From an optimization exercise on the open Yosys and OpenROAD flow, aimed at small area, a short achievable clock period and few clock cycles; shortcuts taken in it are not production practice.
Function was checked by simulation only, so behaviour that the tests miss may differ from the original.

## midi_tempo_tracker
module midi_tempo_tracker #(
    parameter int TIME_BITS      = 24,
    parameter int COUNT_BITS     = 16,
    parameter int FOLD_MIN_COUNT = 8
) (
    input  logic                  clk,
    input  logic                  rst_n,
    input  logic                  in_valid,
    output logic                  in_stall,
    input  logic [1:0]            event_kind,
    input  logic [6:0]            controller,
    input  logic [6:0]            ctrl_value,
    input  logic [TIME_BITS-1:0]  delta_time,
    output logic                  out_valid,
    input  logic                  out_stall,
    output logic [TIME_BITS-1:0]  note_period,
    output logic [TIME_BITS-1:0]  pedal_period,
    output logic [COUNT_BITS-1:0] note_count,
    output logic [1:0]            event_use,
    input  logic                  cfg_valid,
    output logic                  cfg_ready,
    input  logic [2:0]            cfg_index,
    input  logic [23:0]           cfg_data
);
==> flow/config.mk <==
export PLATFORM = sky130hd
export DESIGN_NAME = midi_tempo_tracker
export DESIGN_NICKNAME = midi_tempo_tracker
export VERILOG_FILES = /design/flow/design.v
export SDC_FILE = /design/flow/constraint.sdc
export NUM_CORES = 4
export LEC_CHECK = 0
export CAP_MARGIN = 5
export CORE_MARGIN = 2
export CORE_UTILIZATION = 55
export SLEW_MARGIN = 5
==> flow/constraint.sdc <==
create_clock -name core_clock -period 10.0 [get_ports {clk}]
set_input_delay 2.0000 -clock core_clock [delete_from_list [all_inputs] [get_ports {clk}]]
set_output_delay 2.0000 -clock core_clock [all_outputs]
set_load 0.01 [all_outputs]
run.sh (not shown) runs the stock make flow with config.mk's settings and CLKGATE_MAP_FILE= SYNTH_SCRIPT=/design/flow/synth_recipe.tcl, a recipe that flattens the netlist after the stock synthesis.
The first run finished with timing, DRC and antenna clean.
Testbench counts at the start, summed over its fixed seeds: cycles 9,095.
Rerun with:
Settings changed: CAP_MARGIN 5 to 20, CORE_UTILIZATION 55 to 40, SLEW_MARGIN 5 to 20.
- The changed run ran to the end with no violations
- area after synthesis stays the same
- cell count goes up by a few percent
- fmax goes down slightly
Rerun with:
Settings changed: ABC_AREA from default to 1, CAP_MARGIN 20 to 0, CORE_UTILIZATION 40 to 60, SLEW_MARGIN 20 to 0.
=>
- routed wire length is lower by 7.4%
- cell count rises by 2.1%
- utilization increases by 22 points
- synthesized cell count rises by 13%
- clock skew stays flat
- maximum frequency rose by 1.5%
- design area went down by 3.9%
- worst setup slack improved by 0.14 ns
Rerun with:
Settings changed: ABC_AREA 1 to default, CAP_MARGIN 0 to 20, CORE_UTILIZATION 60 to 75, SLEW_MARGIN 0 to 20.
After rerunning: The changed run finished with timing, DRC and antenna clean. Register-to-register slack degrades by 0.44 ns. Setup slack degrades by 0.44 ns. Core utilization rose by 16 points. Design area rose by 1.1%. Wire length rose by 2.6%. Die area fell by 18%. Clock skew stays flat.

* * *

midi_tempo_tracker again, from the RTL that the note above started with.
make LEC_CHECK=0 ABC_AREA=1 CAP_MARGIN=5 CORE_MARGIN=2 CORE_UTILIZATION=55 SLEW_MARGIN=5 finish   # period 10.0 ns
The first run finished with timing, DRC and antenna clean.
Testbench counts at the start, summed over its fixed seeds: cycles 9,095.
Next try:
CORE_UTILIZATION = 65   (was 55)
Result: Synthesized cell count stays the same; clock skew hardly moves; utilization came out higher by 10 points; wire length came out lower by 2.8%; global-route usage came out higher by 5.3 points; hold slack stays flat; synthesized area stays the same; critical path depth came out higher by 9; non-clock buffer count came out lower by 7.
Next try:
ABC_AREA = default   (was 1)
CAP_MARGIN = 0   (was 5)
CORE_UTILIZATION = 60   (was 65)
SLEW_MARGIN = 0   (was 5)
The changed run completed without violations.
Synthesized cell count went down by 12%.
Cell area went up by 3.3%.
Cell count came out lower by 8.3%.
Setup slack is better by 0.081 ns.
Fmax climbs by 0.88%.
Clock-buffer cell count went up by 2.
Clock skew barely changes.
Via count came out lower by 3.6%.
Register-to-register slack gets better by 0.08 ns.
Next try:
CAP_MARGIN = 20   (was 0)
GPL_TIMING_DRIVEN = 1   (was default)
SLEW_MARGIN = 20   (was 0)
Result:
- non-clock buffer count rises by 1
- core utilization goes down by 0.15 points
- setup slack gets worse by 0.066 ns
- first-iteration DRC count goes down by 1.6%
- die area does not change
- sequential share of layout area is about the same
- via count goes down by 0.57%
- maximum frequency came out lower by 0.72%
- design area stays flat
- final cell count is about the same
Next try:
ABC_AREA = 1   (was default)
CAP_MARGIN = 5   (was 20)
GPL_TIMING_DRIVEN = default   (was 1)
SLEW_MARGIN = 5   (was 20)
Critical path depth came out higher by 19.
Die area came out lower by 2.4%.
Worst hold slack improved by 0.027 ns.
Core utilization came out higher by 0.20 points.
Wire length came out lower by 3.8%.
Area after synthesis came out lower by 2.4%.
Maximum frequency came out higher by 0.44%.
Clock skew came out higher by 0.0044 ns.
Design area came out lower by 2.7%.
Worst setup slack improved by 0.041 ns.

* * *

midi_tempo_tracker again, from the RTL that the note above started with.
clock: 10.0 ns
lec_check: 0
cap_margin: 5
core_margin: 2
core_utilization: 65
slew_margin: 5
The baseline passed the timing, DRC and antenna checks.
Testbench counts at the start, summed over its fixed seeds: cycles 9,095.
Change:
- CORE_UTILIZATION: 65 -> 60
The new run finished with timing, DRC and antenna clean.
Routed wire length went up by a few percent.
Core utilization went down by 5.3 points.
Flip-flop and latch count is unchanged.
Synthesized cell count is unchanged.
Via count is about the same.
Non-clock buffer count went up by 14.
Maximum frequency went up by a few percent.
Change:
- CAP_MARGIN: 5 -> 20
- SLEW_MARGIN: 5 -> 20
The new run passed the timing, DRC and antenna checks; utilization came out lower by 0.15 points; worst setup slack gets worse by 0.094 ns; synthesized cell count does not change; routed wire length barely changes; final area is about the same; first-iteration DRC count came out lower by 1.6%; count of clock-buffer cells in the layout came out lower by 8; global-route usage came out higher by 0.21 points; die area stays the same; worst hold slack barely changes.

==> afterwards: timing with drivers on the ports <==
How much do the figures lean on ideal ports? The routed layouts below were timed once more, with nothing changed but the port constraints. Step 1 (the two cells are an assumption about what drives the block):
set clk [get_ports {clk}]
set_driving_cell -lib_cell sky130_fd_sc_hd__clkbuf_16 $clk
set_driving_cell -lib_cell sky130_fd_sc_hd__buf_2 [delete_from_list [all_inputs] $clk]
Step 2 also shifts input and output timing later by t, the mid clock arrival at the registers, as if the neighbouring blocks saw the same clock. Slacks: no drivers / after step 1 / after step 2; pairs: no drivers / after step 1.
run | t (ns) | setup WS [ns] | worst setup path at the end | worst data-port slew with drivers (ns)
the first run of note 1 | 0.778 | 0.637 / 0.637 / 0.637 | register to register | 0.07
the second run of note 1 | 0.792 | 0.607 / 0.607 / 0.607 | register to register | 0.08
the third run of note 1 | 0.764 | 0.744 / 0.744 / 0.744 | register to register | 0.09
the fourth run of note 1 | 0.736 | 0.308 / 0.308 / 0.308 | register to register | 0.06
the first run of note 2 | 0.756 | 0.745 / 0.745 / 0.745 | register to register | 0.06
the second run of note 2 | 0.748 | 0.709 / 0.709 / 0.709 | register to register | 0.09
the third run of note 2 | 0.764 | 0.789 / 0.789 / 0.789 | register to register | 0.06
the fourth run of note 2 | 0.750 | 0.723 / 0.723 / 0.723 | register to register | 0.07
the fifth run of note 2 | 0.764 | 0.763 / 0.763 / 0.763 | register to register | 0.10
the first run of note 3 | 0.759 | 0.618 / 0.618 / 0.618 | register to register | 0.06
the second run of note 3 | 0.765 | 0.817 / 0.817 / 0.817 | register to register | 0.06
the third run of note 3 | 0.750 | 0.723 / 0.723 / 0.723 | register to register | 0.07
After both steps setup and hold are still met in every run listed.
